From an optimization exercise on the open Yosys and OpenROAD flow, aimed at small area; shortcuts taken in it are not production practice.
Only simulation tests tie the RTL to the original design; equivalence was not proved.
Power and IR drop assume default switching activity.

Setup of job 101:
==> flow/design.v (excerpt) <==
module lcm_top (
	input  wire                   clk,
	input  wire                   rst_n,
	input  wire lcm_pkg::flit_t   in_flit,
	input  wire                   in_flit_wr,
	output wire                   in_credit,
	output wire lcm_pkg::flit_t   out_flit,
	output wire                   out_flit_wr,
	input  wire                   out_credit,
	input  wire lcm_pkg::time_t   precision_time,
	input  wire lcm_pkg::mac_t    local_mac,
	input  wire lcm_pkg::cnt_t    esw_pktin_cnt,
	input  wire lcm_pkg::cnt_t    esw_pktout_cnt,
	input  wire lcm_pkg::qcnt_t   eos_q0_used_cnt,
	input  wire lcm_pkg::qcnt_t   eos_q1_used_cnt,
	input  wire lcm_pkg::qcnt_t   eos_q2_used_cnt,
	input  wire lcm_pkg::qcnt_t   eos_q3_used_cnt,
	input  wire lcm_pkg::cnt_t    goe_pktin_cnt,
	input  wire lcm_pkg::cnt_t    goe_discard_cnt,
	output logic                  cfg_direction,
	output lcm_pkg::tbpara_t      cfg_tbpara,
  ...
export LEC_CHECK = 0
export CAP_MARGIN = 20
export CORE_MARGIN = 2
export CORE_UTILIZATION = 65
export PLACE_DENSITY = 0.72
export SLEW_MARGIN = 20
export SYNTH_HIERARCHICAL = 1
create_clock -name core_clock -period 10.0 [get_ports {clk}]
standard.sh (not shown) runs the stock make flow with config.mk's settings and CLKGATE_MAP_FILE= SYNTH_SCRIPT=/design/flow/synth_recipe.tcl, a recipe that flattens the netlist after the stock synthesis.
==> flow/flow/run.sh <==
#!/bin/bash
# Standard ORFS layout (the standard.sh, standard synthesis unchanged) with two changes:
#  - port buffers are the smallest buffer, sky130_fd_sc_hd__buf_1
#  - the clock tree uses clkbuf_4 with small sink clusters and no dummy loads
# make's full output goes to standard.log; ORFS keeps each step's log under orfs/logs.
set -euo pipefail
export BUFFER_PORTS_ARGS="-buffer_cell sky130_fd_sc_hd__buf_1"
export CTS_ARGS="-sink_clustering_enable -repair_clock_nets -dont_use_dummy_load -buf_list sky130_fd_sc_hd__clkbuf_4 -sink_clustering_size 8 -sink_clustering_max_diameter 45"
bash standard.sh > standard.log 2>&1
Every stage of the flow completed for job 101, and the final layout passed the timing, DRC and antenna checks.
Modified inputs, job 102 compared to job 101
-- flow/design.v --
<<< job 101, line 79
		lcm_not u_we_n (.a(we), .y(we_n));
		always_ff @(posedge clk) begin
			ring[p] <= ~(({134{we}} & ((p % 2 == 1) ? in_flit : in_flit_n)) |
				({134{we_n}} & ring[Q]));
		end
	end
>>> job 102, line 79
		lcm_not u_we_n (.a(we), .y(we_n));
		always_ff @(posedge clk) begin
			ring[p] <= ~(({134{we_n}} | ((p % 2 == 1) ? in_flit : in_flit_n)) &
				({134{we}} | ring[Q]));
		end
	end
- Having completed the whole flow, job 102 delivered a layout that passed the timing, DRC and antenna checks.
- Job 101 finished all stages; the layout is clean.
- Taking job 101 as the reference point, the combinational-cell power consumption of job 102 falls by about 2%.
- Compared with job 101, job 102 shows a higher met2 usage in global routing.
- Going from job 101 to job 102, via count picked up an extra about 4.4%, worst slack at placement picked up an extra 53 ps, cell area after placement lost 3.0%.

---

## P
The RTL this note starts from:
==> flow/design.v <==
`default_nettype none
package lcm_pkg;
	typedef logic [133:0] flit_t;
	typedef logic [1:0]   tag_t;
	typedef logic [47:0]  mac_t;
	typedef logic [47:0]  time_t;
	typedef logic [63:0]  cnt_t;
	typedef logic [5:0]   qcnt_t;
	typedef logic [31:0]  tbpara_t;
	localparam tag_t TAG_HEAD = 2'b01;
	localparam tag_t TAG_MID  = 2'b11;
	localparam tag_t TAG_TAIL = 2'b10;
	localparam logic [15:0] ETH_TYPE_SYNC = 16'h88f7;
	localparam logic [3:0]  MSG_REPORT    = 4'he;
	localparam logic [3:0]  MSG_UPDATE    = 4'hf;
	localparam mac_t        CNC_MAC       = 48'h0102_0304_0506;
	localparam int REPORT_PERIOD_BITS = 20;
	localparam int REPORT_FLITS       = 6;
	localparam int FIFO_DEPTH         = 8;
	localparam int OUT_CREDITS        = 4;
	localparam logic    CFG_DIRECTION_RST  = 1'b0;
	localparam tbpara_t CFG_TBPARA_RST     = 32'h0000_0000;
	localparam mac_t    CFG_DIRECT_MAC_RST = 48'h0000_0000_0000;
	function automatic logic [1:0] flit_tag(input logic [133:0] f);
		flit_tag = f[133:132];
	endfunction
	function automatic logic [133:0] make_flit(input logic [1:0] tag, input logic [127:0] payload);
		make_flit = {tag, 4'h0, payload};
	endfunction
endpackage
`default_nettype wire
`timescale 1ns/1ps
`default_nettype none
module lcm_top (
	input  wire                   clk,
	input  wire                   rst_n,
	input  wire lcm_pkg::flit_t   in_flit,
	input  wire                   in_flit_wr,
	output wire                   in_credit,
	output wire lcm_pkg::flit_t   out_flit,
	output wire                   out_flit_wr,
	input  wire                   out_credit,
	input  wire lcm_pkg::time_t   precision_time,
	input  wire lcm_pkg::mac_t    local_mac,
	input  wire lcm_pkg::cnt_t    esw_pktin_cnt,
	input  wire lcm_pkg::cnt_t    esw_pktout_cnt,
	input  wire lcm_pkg::qcnt_t   eos_q0_used_cnt,
	input  wire lcm_pkg::qcnt_t   eos_q1_used_cnt,
	input  wire lcm_pkg::qcnt_t   eos_q2_used_cnt,
	input  wire lcm_pkg::qcnt_t   eos_q3_used_cnt,
	input  wire lcm_pkg::cnt_t    goe_pktin_cnt,
	input  wire lcm_pkg::cnt_t    goe_discard_cnt,
	output logic                  cfg_direction,
	output lcm_pkg::tbpara_t      cfg_tbpara,
	output lcm_pkg::mac_t         cfg_direct_mac
);
	localparam int DEPTH = lcm_pkg::FIFO_DEPTH;
	localparam int TAP = 0;
	lcm_pkg::flit_t ring_n [DEPTH];
	logic [2:0] wpos;
	logic [2:0] rpos;
	logic empty;
	logic valid;
	logic at_tap;
	logic pop;
	lcm_pkg::flit_t tap;
	assign valid = !empty;
	assign at_tap = (rpos == 3'(TAP));
	assign tap = ~ring_n[TAP];
	for (genvar p = 0; p < DEPTH; p++) begin : g_slot
		localparam int Q = (p + DEPTH - 1) % DEPTH;
		always_ff @(posedge clk) begin
			ring_n[p] <= ~((in_flit_wr && wpos == 3'(p)) ? in_flit : ~ring_n[Q]);
		end
	end
	always_ff @(posedge clk or negedge rst_n) begin
		if (!rst_n) begin
			wpos <= 3'd1;
			rpos <= '0;
			empty <= 1'b1;
		end else begin
			if (!in_flit_wr) begin
				wpos <= wpos + 1'b1;
			end
			if (!pop) begin
				rpos <= rpos + 1'b1;
			end
			if (in_flit_wr && !pop) begin
				empty <= 1'b0;
			end else if (pop && !in_flit_wr && rpos == wpos) begin
				empty <= 1'b1;
			end
		end
	end
	assign in_credit = pop;
	logic prev_nz;
	logic low_nz;
	logic rollover;
	logic [lcm_pkg::REPORT_FLITS-1:0] rep_st;
	logic owed;
	logic [lcm_pkg::REPORT_FLITS-1:0] rep_sel;
	logic [47:lcm_pkg::REPORT_PERIOD_BITS] ts;
	logic in_pkt;
	logic rep_on;
	logic [2:0] credit_cnt;
	logic credit_ok;
	logic rep_send;
	logic fwd;
	assign low_nz = |precision_time[lcm_pkg::REPORT_PERIOD_BITS-1:0];
	assign rollover = prev_nz && !low_nz;
	assign owed = |rep_st;
	assign rep_sel = {rep_st[lcm_pkg::REPORT_FLITS-1:1], rep_st[0] && !in_pkt};
	assign rep_on = |rep_sel;
	assign credit_ok = (credit_cnt != '0);
	assign rep_send = rep_on && credit_ok;
	always_ff @(posedge clk or negedge rst_n) begin
		if (!rst_n) begin
			prev_nz <= 1'b0;
		end else begin
			prev_nz <= low_nz;
		end
	end
	always_ff @(posedge clk) begin
		if (rollover) begin
			ts <= precision_time[47:lcm_pkg::REPORT_PERIOD_BITS];
		end
	end
	always_ff @(posedge clk or negedge rst_n) begin
		if (!rst_n) begin
			rep_st <= '0;
		end else if (rollover) begin
			rep_st <= lcm_pkg::REPORT_FLITS'(1);
		end else if (rep_send) begin
			rep_st <= {rep_st[lcm_pkg::REPORT_FLITS-2:0], 1'b0};
		end
	end
	lcm_pkg::flit_t rf [lcm_pkg::REPORT_FLITS];
	lcm_pkg::flit_t bus;
	always_comb begin
		rf[0] = lcm_pkg::make_flit(lcm_pkg::TAG_HEAD, {lcm_pkg::CNC_MAC, local_mac,
			lcm_pkg::ETH_TYPE_SYNC, 4'h0, lcm_pkg::MSG_REPORT, 8'h00});
		rf[1] = lcm_pkg::make_flit(lcm_pkg::TAG_MID, {ts, 100'h0});
		rf[2] = lcm_pkg::make_flit(lcm_pkg::TAG_MID, {cfg_direct_mac, cfg_direction,
			15'h0, cfg_tbpara, 32'h0});
		rf[3] = lcm_pkg::make_flit(lcm_pkg::TAG_MID, {esw_pktin_cnt, esw_pktout_cnt});
		rf[4] = lcm_pkg::make_flit(lcm_pkg::TAG_MID, {eos_q0_used_cnt, eos_q1_used_cnt,
			eos_q2_used_cnt, eos_q3_used_cnt, 104'h0});
		rf[5] = lcm_pkg::make_flit(lcm_pkg::TAG_TAIL, {goe_pktin_cnt, goe_discard_cnt});
		bus = {$bits(bus){!rep_on}} & tap;
		for (int k = 0; k < lcm_pkg::REPORT_FLITS; k++) begin
			bus = bus | ({$bits(bus){rep_sel[k]}} & rf[k]);
		end
	end
	assign out_flit = bus;
	logic is_upd_head;
	logic drop_act;
	logic cfg_next;
	logic drop;
	assign is_upd_head = (lcm_pkg::flit_tag(tap) == lcm_pkg::TAG_HEAD) &&
		(tap[127:80] == local_mac) &&
		(tap[31:16] == lcm_pkg::ETH_TYPE_SYNC) &&
		(tap[11:8] == lcm_pkg::MSG_UPDATE);
	assign drop = valid && at_tap && (drop_act || is_upd_head);
	assign fwd = valid && at_tap && !rep_on && !(drop_act || is_upd_head) && credit_ok;
	assign pop = drop || fwd;
	assign out_flit_wr = fwd || rep_send;
	always_ff @(posedge clk or negedge rst_n) begin
		if (!rst_n) begin
			drop_act <= 1'b0;
			cfg_next <= 1'b0;
			in_pkt <= 1'b0;
		end else begin
			if (drop) begin
				drop_act <= tap[132];
				cfg_next <= !drop_act;
			end
			if (fwd) begin
				in_pkt <= tap[132];
			end
		end
	end
	logic cfg_clr;
	logic cfg_dir_qn;
	lcm_pkg::tbpara_t cfg_tb_qn;
	lcm_pkg::mac_t cfg_mac_qn;
	always_ff @(posedge clk or negedge rst_n) begin
		if (!rst_n) begin
			cfg_clr <= 1'b1;
		end else if (drop && cfg_next) begin
			cfg_clr <= 1'b0;
		end
	end
	always_ff @(posedge clk) begin
		if (drop && cfg_next) begin
			cfg_dir_qn <= ring_n[TAP][79];
			cfg_tb_qn <= ring_n[TAP][63:32];
			cfg_mac_qn <= ring_n[TAP][127:80];
		end
	end
	assign cfg_direction = ~(cfg_clr | cfg_dir_qn);
	assign cfg_tbpara = ~({$bits(cfg_tbpara){cfg_clr}} | cfg_tb_qn);
	assign cfg_direct_mac = ~({$bits(cfg_direct_mac){cfg_clr}} | cfg_mac_qn);
	always_ff @(posedge clk or negedge rst_n) begin
		if (!rst_n) begin
			credit_cnt <= 3'(lcm_pkg::OUT_CREDITS);
		end else begin
			case ({out_flit_wr, out_credit})
				2'b10: credit_cnt <= credit_cnt - 1'b1;
				2'b01: credit_cnt <= credit_cnt + 1'b1;
				default: credit_cnt <= credit_cnt;
			endcase
		end
	end
endmodule
`default_nettype wire
==> flow/config.mk <==
export PLATFORM = sky130hd
export DESIGN_NAME = lcm_top
export DESIGN_NICKNAME = lcm_top
export VERILOG_FILES = /design/flow/design.v
export SDC_FILE = /design/flow/constraint.sdc
export NUM_CORES = 4
export LEC_CHECK = 0
export CAP_MARGIN = 20
export CORE_MARGIN = 2
export CORE_UTILIZATION = 65
export PLACE_DENSITY = 0.72
export SLEW_MARGIN = 20
==> flow/constraint.sdc <==
create_clock -name core_clock -period 10.0 [get_ports {clk}]
set_input_delay 2.0000 -clock core_clock [delete_from_list [all_inputs] [get_ports {clk}]]
set_output_delay 2.0000 -clock core_clock [all_outputs]
set_load 0.01 [all_outputs]
Scripts as last shown in full above: flow/flow/run.sh
Having completed the whole flow, P delivered a layout that passed the timing, DRC and antenna checks.
The following lists how Q was set up differently from P:
--- a/flow/design.v
+++ b/flow/design.v
@@ -56,28 +56,32 @@
 );
 	localparam int DEPTH = lcm_pkg::FIFO_DEPTH;
 	localparam int TAP = 0;
-	lcm_pkg::flit_t ring_n [DEPTH];
+	lcm_pkg::flit_t ring [DEPTH];
 	logic [2:0] wpos;
 	logic [2:0] rpos;
-	logic empty;
+	logic [3:0] count;
 	logic valid;
 	logic at_tap;
 	logic pop;
 	lcm_pkg::flit_t tap;
-	assign valid = !empty;
+	assign valid = (count != '0);
 	assign at_tap = (rpos == 3'(TAP));
-	assign tap = ~ring_n[TAP];
+	assign tap = ring[TAP];
 	for (genvar p = 0; p < DEPTH; p++) begin : g_slot
 		localparam int Q = (p + DEPTH - 1) % DEPTH;
+		lcm_pkg::flit_t prev_val;
+		lcm_pkg::flit_t next_val;
+		assign prev_val = (Q % 2 == 1) ? ~ring[Q] : ring[Q];
+		assign next_val = (in_flit_wr && wpos == 3'(p)) ? in_flit : prev_val;
 		always_ff @(posedge clk) begin
-			ring_n[p] <= ~((in_flit_wr && wpos == 3'(p)) ? in_flit : ~ring_n[Q]);
+			ring[p] <= (p % 2 == 1) ? ~next_val : next_val;
 		end
 	end
 	always_ff @(posedge clk or negedge rst_n) begin
 		if (!rst_n) begin
 			wpos <= 3'd1;
 			rpos <= '0;
-			empty <= 1'b1;
+			count <= '0;
 		end else begin
 			if (!in_flit_wr) begin
 				wpos <= wpos + 1'b1;
@@ -85,11 +89,11 @@
 			if (!pop) begin
 				rpos <= rpos + 1'b1;
 			end
-			if (in_flit_wr && !pop) begin
-				empty <= 1'b0;
-			end else if (pop && !in_flit_wr && rpos == wpos) begin
-				empty <= 1'b1;
-			end
+			case ({in_flit_wr, pop})
+				2'b10: count <= count + 1'b1;
+				2'b01: count <= count - 1'b1;
+				default: count <= count;
+			endcase
 		end
 	end
 	assign in_credit = pop;
@@ -179,27 +183,27 @@
 			end
 		end
 	end
-	logic cfg_clr;
-	logic cfg_dir_qn;
-	lcm_pkg::tbpara_t cfg_tb_qn;
-	lcm_pkg::mac_t cfg_mac_qn;
-	always_ff @(posedge clk or negedge rst_n) begin
-		if (!rst_n) begin
-			cfg_clr <= 1'b1;
+	logic cfg_set;
+	logic cfg_dir_q;
+	lcm_pkg::tbpara_t cfg_tb_q;
+	lcm_pkg::mac_t cfg_mac_q;
+	always_ff @(posedge clk or negedge rst_n) begin
+		if (!rst_n) begin
+			cfg_set <= 1'b0;
 		end else if (drop && cfg_next) begin
-			cfg_clr <= 1'b0;
+			cfg_set <= 1'b1;
 		end
 	end
 	always_ff @(posedge clk) begin
 		if (drop && cfg_next) begin
-			cfg_dir_qn <= ring_n[TAP][79];
-			cfg_tb_qn <= ring_n[TAP][63:32];
-			cfg_mac_qn <= ring_n[TAP][127:80];
-		end
-	end
-	assign cfg_direction = ~(cfg_clr | cfg_dir_qn);
-	assign cfg_tbpara = ~({$bits(cfg_tbpara){cfg_clr}} | cfg_tb_qn);
-	assign cfg_direct_mac = ~({$bits(cfg_direct_mac){cfg_clr}} | cfg_mac_qn);
+			cfg_dir_q <= tap[79];
+			cfg_tb_q <= tap[63:32];
+			cfg_mac_q <= tap[127:80];
+		end
+	end
+	assign cfg_direction = cfg_set & cfg_dir_q;
+	assign cfg_tbpara = {$bits(cfg_tbpara){cfg_set}} & cfg_tb_q;
+	assign cfg_direct_mac = {$bits(cfg_direct_mac){cfg_set}} & cfg_mac_q;
 	always_ff @(posedge clk or negedge rst_n) begin
 		if (!rst_n) begin
 			credit_cnt <= 3'(lcm_pkg::OUT_CREDITS);
==> comparison <==
Q finished all stages; the layout is clean. Compared with P, Q shows worst setup slack lower by 680 ps. The final reports for Q and P show simple-gate share of the synthesized area lower in the former. Summary of Q over P: area growth from synthesis to layout has decreased, power consumption saw little to no change, global routing met2 resource utilization lost 3.2 points.

## re-timing with driven ports
Ports are ideal in the flow. The routed layouts listed here were re-timed in OpenROAD.
Step 1 assumes that a clkbuf_16 drives the clock port and a buf_2 every other input.
Step 2 moves the port delays by t, midway between the first and last clock arrival at a register: inputs arrive t later, outputs are due t later. That takes back most of the time a late clock gives input paths.
a / b / c = ideal ports / drivers / drivers and shift; a / b = the first two.
run	t (ns)	setup slack, ns	hold slack, ns	worst register clock-pin slew, ns
job 101	1.163	2.694 / 2.629 / 3.197	0.373 / 0.373 / 0.373	0.10 / 0.10
job 102	1.117	2.772 / 2.706 / 3.197	0.350 / 0.350 / 0.350	0.11 / 0.11
P	1.062	2.999 / 2.935 / 3.430	0.380 / 0.380 / 0.380	0.09 / 0.09
Q	1.058	2.323 / 2.258 / 3.316	0.329 / 0.329 / 0.329	0.10 / 0.10
After both steps every run listed still meets setup and hold.
